What follows belongs to an exercise in optimizing a design on an open flow for small area and few clock cycles per item; a production flow would make more cautious choices.
In this exercise RTL edits were held to simulation tests only and were not proved equivalent to the original.
Power figures rest on the tool's default switching activity, not on a simulated workload.

==> flow/design.v (excerpt) <==
module single_wire_humidity_sensor_reader_top
(
    input  logic        clk,
    input  logic        rst_n,
    input  logic        in_valid,
    output logic        in_ready,
    input  logic        cmd,
    input  logic        line_level,
    input  logic        cfg_valid,
    output logic        cfg_ready,
    input  logic [7:0]  cfg_index,
    input  logic [15:0] cfg_data,
    output logic        out_valid,
    input  logic        out_ready,
    output logic        drive_enable,
    output logic        drive_level,
    output logic        busy_res,
    output logic        done_res,
    output logic [1:0]  status,
    output logic [12:0] humidity_pct,
    output logic signed [12:0] temperature_c
);
Size: ~590 cells after synthesis, about 110 flip-flops, about 0.0053 mm² of cells after synthesis.
Settings: LEC_CHECK=0, CAP_MARGIN=0, CORE_MARGIN=2, CORE_UTILIZATION=70, CTS_BUF_LIST=sky130_fd_sc_hd__clkbuf_2 sky130_fd_sc_hd__clkbuf_4 sky130_fd_sc_hd__clkbuf_8, SLEW_MARGIN=0; clock period 8.0 ns.
standard.sh (not shown) runs the stock make flow with config.mk's settings and CLKGATE_MAP_FILE= SYNTH_SCRIPT=/design/flow/synth_recipe.tcl, a recipe that flattens the netlist after the stock synthesis.
==> flow/flow/run.sh <==
#!/bin/bash
# The standard layout with three changes:
#  - synthesis maps the logic with an area-oriented ABC script and leaves
#    adders to ABC (no extract_fa); registers, their cells and names are
#    those of the standard synthesis;
#  - the port buffers are the smallest buffer cell;
#  - clock tree synthesis inserts no dummy loads.
set -euo pipefail
here=$(pwd)
# Synthesis script: synth_recipe.tcl, sourcing a copy of ORFS's synth.tcl
# whose abc call uses flow/abc_area.script.
sed "s|log_cmd abc {\*}\$abc_args|log_cmd abc {*}[lreplace \$abc_args 1 1 $here/flow/abc_area.script]|" \
    "$FLOW_HOME/scripts/synth.tcl" > "$here/area_synth_core.tcl"
grep -q "abc_area.script" "$here/area_synth_core.tcl"
sed "s|source \$::env(SCRIPTS_DIR)/synth.tcl|source $here/area_synth_core.tcl|" \
    "$here/synth_recipe.tcl" > "$here/area_synth.tcl"
grep -q "area_synth_core.tcl" "$here/area_synth.tcl"
bash standard.sh \
    "SYNTH_SCRIPT=$here/area_synth.tcl" \
    "ADDER_MAP_FILE=" \
    "BUFFER_PORTS_ARGS=-buffer_cell sky130_fd_sc_hd__buf_1" \
    "CTS_ARGS=-sink_clustering_enable -repair_clock_nets -dont_use_dummy_load -buf_list {sky130_fd_sc_hd__clkbuf_2 sky130_fd_sc_hd__clkbuf_4 sky130_fd_sc_hd__clkbuf_8}" \
    finish > standard_make.log 2>&1
==> flow/flow/abc_area.script <==
strash
dch
amap
strash
dch
amap
topo
stime -c
dnsize -c
The baseline completed with no timing, DRC or antenna violations.
Testbench counts at the start, summed over its fixed seeds: cycles 368,886, items 368,854.
Rerun with:
--- a/flow/config.mk
+++ b/flow/config.mk
@@ -7,6 +7,6 @@
 export LEC_CHECK = 0
-export CAP_MARGIN = 0
+export CAP_MARGIN = 20
 export CORE_MARGIN = 2
-export CORE_UTILIZATION = 70
+export CORE_UTILIZATION = 60
 export CTS_BUF_LIST = sky130_fd_sc_hd__clkbuf_2 sky130_fd_sc_hd__clkbuf_4 sky130_fd_sc_hd__clkbuf_8
-export SLEW_MARGIN = 0
+export SLEW_MARGIN = 20
After rerunning: The new run finished clean; count of clock-buffer cells in the layout stays the same; worst hold slack gets worse by 18 ps; routed wire length decreases by 6.0%; area after synthesis is unchanged; clock power is about the same; global-route usage went down by 5.1 points; total power came out lower by 0.43%; setup slack is better by 140 ps; register-to-register slack improved by 140 ps; sequential cell count is unchanged.

== alpha ==
single_wire_humidity_sensor_reader_top, a different RTL version from the one above (not shown whole).
Size in the first run: roughly 590 cells after synthesis, roughly 110 flip-flops, about 66 I/O pins, ~0.0054 mm2 of cells after synthesis.
clock: 8.0 ns
lec_check: 0
cap_margin: 20
core_margin: 2
core_utilization: 60
cts_buf_list: sky130_fd_sc_hd__clkbuf_2 sky130_fd_sc_hd__clkbuf_4 sky130_fd_sc_hd__clkbuf_8
slew_margin: 20
==> flow/flow/run.sh <==
#!/bin/bash
# The standard layout with three changes:
#  - synthesis maps the logic with an area-oriented ABC script and leaves
#    adders to ABC (no extract_fa); registers, their cells and names are
#    those of the standard synthesis;
#  - the port buffers are the smallest buffer cell;
#  - clock tree synthesis inserts no dummy loads.
set -euo pipefail
here=$(pwd)
# Synthesis script: synth_recipe.tcl, sourcing a copy of ORFS's synth.tcl
# whose abc call uses flow/abc_area.script.
sed "s|log_cmd abc {\*}\$abc_args|log_cmd abc {*}[lreplace \$abc_args 1 1 $here/flow/abc_area.script]|" \
    "$FLOW_HOME/scripts/synth.tcl" > "$here/area_synth_core.tcl"
grep -q "abc_area.script" "$here/area_synth_core.tcl"
sed "s|source \$::env(SCRIPTS_DIR)/synth.tcl|source $here/area_synth_core.tcl|" \
    "$here/synth_recipe.tcl" > "$here/area_synth.tcl"
grep -q "area_synth_core.tcl" "$here/area_synth.tcl"
bash standard.sh \
    "SYNTH_SCRIPT=$here/area_synth.tcl" \
    "ADDER_MAP_FILE=" \
    "BUFFER_PORTS_ARGS=-buffer_cell sky130_fd_sc_hd__buf_1" \
    "CTS_ARGS=-sink_clustering_enable -repair_clock_nets -dont_use_dummy_load -sink_clustering_size 60 -sink_clustering_max_diameter 300 -buf_list {sky130_fd_sc_hd__clkbuf_16}" \
    finish > standard_make.log 2>&1
Scripts as last shown in full above: flow/flow/abc_area.script
Testbench counts of alpha, summed over its fixed seeds: cycles 368,886, items 368,854.
What beta does differently from alpha at the input level:
==> flow/flow/run.sh <==
#!/bin/bash
# The standard layout, with the port buffers made from the smallest buffer cell
# and clock tree synthesis without dummy loads.
set -euo pipefail
bash standard.sh "BUFFER_PORTS_ARGS=-buffer_cell sky130_fd_sc_hd__buf_1" \
    "CTS_ARGS=-sink_clustering_enable -repair_clock_nets -dont_use_dummy_load -buf_list {sky130_fd_sc_hd__clkbuf_2 sky130_fd_sc_hd__clkbuf_4 sky130_fd_sc_hd__clkbuf_8}" \
    finish > standard_make.log 2>&1
removed: flow/flow/abc_area.script
Results
Power: beta draws less than alpha
beta vs alpha, design area went up by about 8%.
Delta (beta minus alpha): register-to-register slack went up, critical-path maximum fanout went down, power drawn by the sequential cells went up, starting utilization of the core area went up, power per cell area went down.
Dominant combinational cell family by area after synthesis = simple AND/OR/NAND/NOR gates: beta; dominant combinational cell family by area after synthesis = compound AO/OA/AOI/OAI gates: alpha
Relative to alpha, the overall fraction of global-route tracks in use of beta is lower by 2.5 points.

== tundra ==
Starting RTL as in the previous note.
==> flow/config.mk <==
export PLATFORM = sky130hd
export DESIGN_NAME = single_wire_humidity_sensor_reader_top
export DESIGN_NICKNAME = single_wire_humidity_sensor_reader_top
export VERILOG_FILES = /design/flow/design.v
export SDC_FILE = /design/flow/constraint.sdc
export NUM_CORES = 4
export LEC_CHECK = 0
export CAP_MARGIN = 20
export CORE_MARGIN = 2
export CORE_UTILIZATION = 60
export CTS_BUF_LIST = sky130_fd_sc_hd__clkbuf_2 sky130_fd_sc_hd__clkbuf_4 sky130_fd_sc_hd__clkbuf_8
export SLEW_MARGIN = 20
==> flow/constraint.sdc <==
create_clock -name core_clock -period 8.0 [get_ports {clk}]
set_input_delay 1.6000 -clock core_clock [delete_from_list [all_inputs] [get_ports {clk}]]
set_output_delay 1.6000 -clock core_clock [all_outputs]
set_load 0.01 [all_outputs]
==> flow/flow/run.sh <==
#!/bin/bash
# The standard layout, with the port buffers made from the smallest buffer cell.
set -euo pipefail
bash standard.sh "BUFFER_PORTS_ARGS=-buffer_cell sky130_fd_sc_hd__buf_1" finish > standard_make.log 2>&1
Testbench counts of tundra, summed over its fixed seeds: cycles 368,886, items 368,854.
Relative to tundra, the following input files were edited for pepper:
==> flow/run.sh (new file) <==
#!/bin/bash
# synth_recipe.tcl (not shown) runs the flow's synth.tcl, then flattens the netlist and writes it again
# the make line also repeats each setting of config.mk as NAME=value (left out here)
make -C /OpenROAD-flow-scripts/flow DESIGN_CONFIG=/design/flow/config.mk WORK_HOME=/design/flow/orfs CLKGATE_MAP_FILE= SYNTH_SCRIPT=/design/flow/synth_recipe.tcl finish
removed: flow/flow/run.sh
removed: flow/standard.sh
==> comparison <==
pepper: final worst hold slack 0.0055 ns above tundra. pepper vs. tundra: total routing resource utilization after global routing rose by 0.97 points; wire length of the first global-routing pass shows an increase of 920 µm; setup slack at placement now smaller; worst setup slack went down by 0.034 ns.
### pepper -> indigo
==> flow/flow/run.sh (new file) <==
#!/bin/bash
# The standard layout with three changes:
#  - synthesis maps the logic with an area-oriented ABC script and leaves
#    adders to ABC (no extract_fa); registers, their cells and names are
#    those of the standard synthesis;
#  - the port buffers are the smallest buffer cell;
#  - clock tree synthesis inserts no dummy loads.
set -euo pipefail
here=$(pwd)
# Synthesis script: synth_recipe.tcl, sourcing a copy of ORFS's synth.tcl
# whose abc call uses flow/abc_area.script.
sed "s|log_cmd abc {\*}\$abc_args|log_cmd abc {*}[lreplace \$abc_args 1 1 $here/flow/abc_area.script]|" \
    "$FLOW_HOME/scripts/synth.tcl" > "$here/area_synth_core.tcl"
grep -q "abc_area.script" "$here/area_synth_core.tcl"
sed "s|source \$::env(SCRIPTS_DIR)/synth.tcl|source $here/area_synth_core.tcl|" \
    "$here/synth_recipe.tcl" > "$here/area_synth.tcl"
grep -q "area_synth_core.tcl" "$here/area_synth.tcl"
bash standard.sh \
    "SYNTH_SCRIPT=$here/area_synth.tcl" \
    "ADDER_MAP_FILE=" \
    "BUFFER_PORTS_ARGS=-buffer_cell sky130_fd_sc_hd__buf_1" \
    "CTS_ARGS=-repair_clock_nets -dont_use_dummy_load -buf_list {sky130_fd_sc_hd__clkbuf_16}" \
    finish > standard_make.log 2>&1
==> flow/flow/abc_area.script (new file) <==
strash
dch
amap
strash
dch
amap
topo
stime -c
dnsize -c
==> flow/standard.sh (new file) <==
#!/bin/bash
# synth_recipe.tcl (not shown) runs the flow's synth.tcl, then flattens the netlist and writes it again
# the make line also repeats each setting of config.mk as NAME=value (left out here)
make -C /OpenROAD-flow-scripts/flow DESIGN_CONFIG=/design/flow/config.mk WORK_HOME=/design/flow/orfs CLKGATE_MAP_FILE= SYNTH_SCRIPT=/design/flow/synth_recipe.tcl "${@:-finish}"
removed: flow/run.sh
Findings:
- Compared with pepper, indigo shows multi-input gate area in the final layout that has gone down by more than a quarter.
- The total leakage power of indigo falls short of that of pepper by 0.78 nW.
- Diff indigo..pepper | post-synthesis async set-or-reset flop share | unchanged
- Comparing global routing usage summed across all routing layers for indigo and pepper, the bigger number came from indigo.
- Overall via count from detail_route: indigo vs pepper up 3.8%
- Cell count: indigo higher than pepper

run Z:
single_wire_humidity_sensor_reader_top, a different RTL version from the one above (not shown whole).
Size in the first run: roughly 66 I/O pins, about 4900 µm² of cells after synthesis.
clock: 8.0 ns
lec_check: 0
cap_margin: 0
core_margin: 2
core_utilization: 70
cts_buf_list: sky130_fd_sc_hd__clkbuf_2 sky130_fd_sc_hd__clkbuf_4 sky130_fd_sc_hd__clkbuf_8
slew_margin: 0
==> flow/flow/run.sh <==
#!/bin/bash
# The standard layout with three changes:
#  - synthesis maps the logic with an area-oriented ABC script and leaves
#    adders to ABC (no extract_fa); registers, their cells and names are
#    those of the standard synthesis;
#  - the port buffers are the smallest buffer cell;
#  - clock tree synthesis inserts no dummy loads.
set -euo pipefail
here=$(pwd)
# Synthesis script: synth_recipe.tcl, sourcing a copy of ORFS's synth.tcl
# whose abc call uses flow/abc_area.script.
sed "s|log_cmd abc {\*}\$abc_args|log_cmd abc {*}[lreplace \$abc_args 1 1 $here/flow/abc_area.script]|" \
    "$FLOW_HOME/scripts/synth.tcl" > "$here/area_synth_core.tcl"
grep -q "abc_area.script" "$here/area_synth_core.tcl"
sed "s|source \$::env(SCRIPTS_DIR)/synth.tcl|source $here/area_synth_core.tcl|" \
    "$here/synth_recipe.tcl" > "$here/area_synth.tcl"
grep -q "area_synth_core.tcl" "$here/area_synth.tcl"
bash standard.sh \
    "SYNTH_SCRIPT=$here/area_synth.tcl" \
    "ADDER_MAP_FILE=" \
    "BUFFER_PORTS_ARGS=-buffer_cell sky130_fd_sc_hd__buf_1" \
    "CTS_ARGS=-sink_clustering_enable -repair_clock_nets -dont_use_dummy_load -buf_list {sky130_fd_sc_hd__clkbuf_2 sky130_fd_sc_hd__clkbuf_4 sky130_fd_sc_hd__clkbuf_8}" \
    finish > standard_make.log 2>&1
==> flow/flow/abc_area.script <==
strash
dch -f
amap -F 4 -A 8
strash
dch -f
amap -F 4 -A 8
strash
dch -f
amap -F 4 -A 8
topo
stime -c
dnsize -c
Run Z: full flow OK, the timing, DRC and antenna checks passed
Testbench counts of run Z, summed over its fixed seeds: cycles 368,886, items 368,854.
Modified inputs, run C compared to run Z
- swapping 0 for 20 in SLEW_MARGIN
- swapping 70 for 60 in CORE_UTILIZATION
- swapping 0 for 20 in CAP_MARGIN
Notes after the runs:
Run C completed end to end with timing, DRC and antenna clean.
Looking at total die area across run C and run Z, the one that comes out lower is run Z.
Diff run C and run Z: maximum frequency from static timing analysis higher in run C
Delta (run C minus run Z): utilization after layout went down by 10 points, combinational power fell about 0.9%.
Between run C and run Z, the difference in synthesis-stage register bit count is negligible.

[afterwards: timing with drivers on the ports]
The flow's constraints put no driver on any port. The routed layouts listed below were extracted and timed again, unchanged, in two steps. Step 1: set_driving_cell puts a clkbuf_16 on clk and a buf_2 on each other input, an assumption about the parent block. Step 2 also shifts input and output timing later by t, the mid clock arrival at the registers, as if the neighbouring blocks saw the same clock. a / b / c = ideal / step 1 / step 2; a / b = the first two.
| run | t (ns) | slack for setup (ns) | latest minus earliest clock arrival (ns) |
|---|---|---|---|
| the first run of note 1 | 0.383 | 2.465 / 2.465 / 2.465 | 0.021 / 0.021 |
| the second run of note 1 | 0.390 | 2.606 / 2.606 / 2.606 | 0.022 / 0.022 |
| alpha | 0.373 | 2.310 / 2.310 / 2.310 | 0.016 / 0.015 |
| beta | 0.393 | 2.921 / 2.921 / 2.921 | 0.024 / 0.024 |
| tundra | 0.401 | 2.888 / 2.888 / 2.888 | 0.010 / 0.010 |
| pepper | 0.414 | 2.854 / 2.854 / 2.854 | 0.012 / 0.012 |
| indigo | 0.373 | 2.310 / 2.310 / 2.310 | 0.016 / 0.015 |
| run Z | 0.386 | 2.912 / 2.880 / 3.129 | 0.024 / 0.023 |
| run C | 0.388 | 3.005 / 2.972 / 3.189 | 0.038 / 0.038 |
After both steps setup and hold are still met in every run listed.
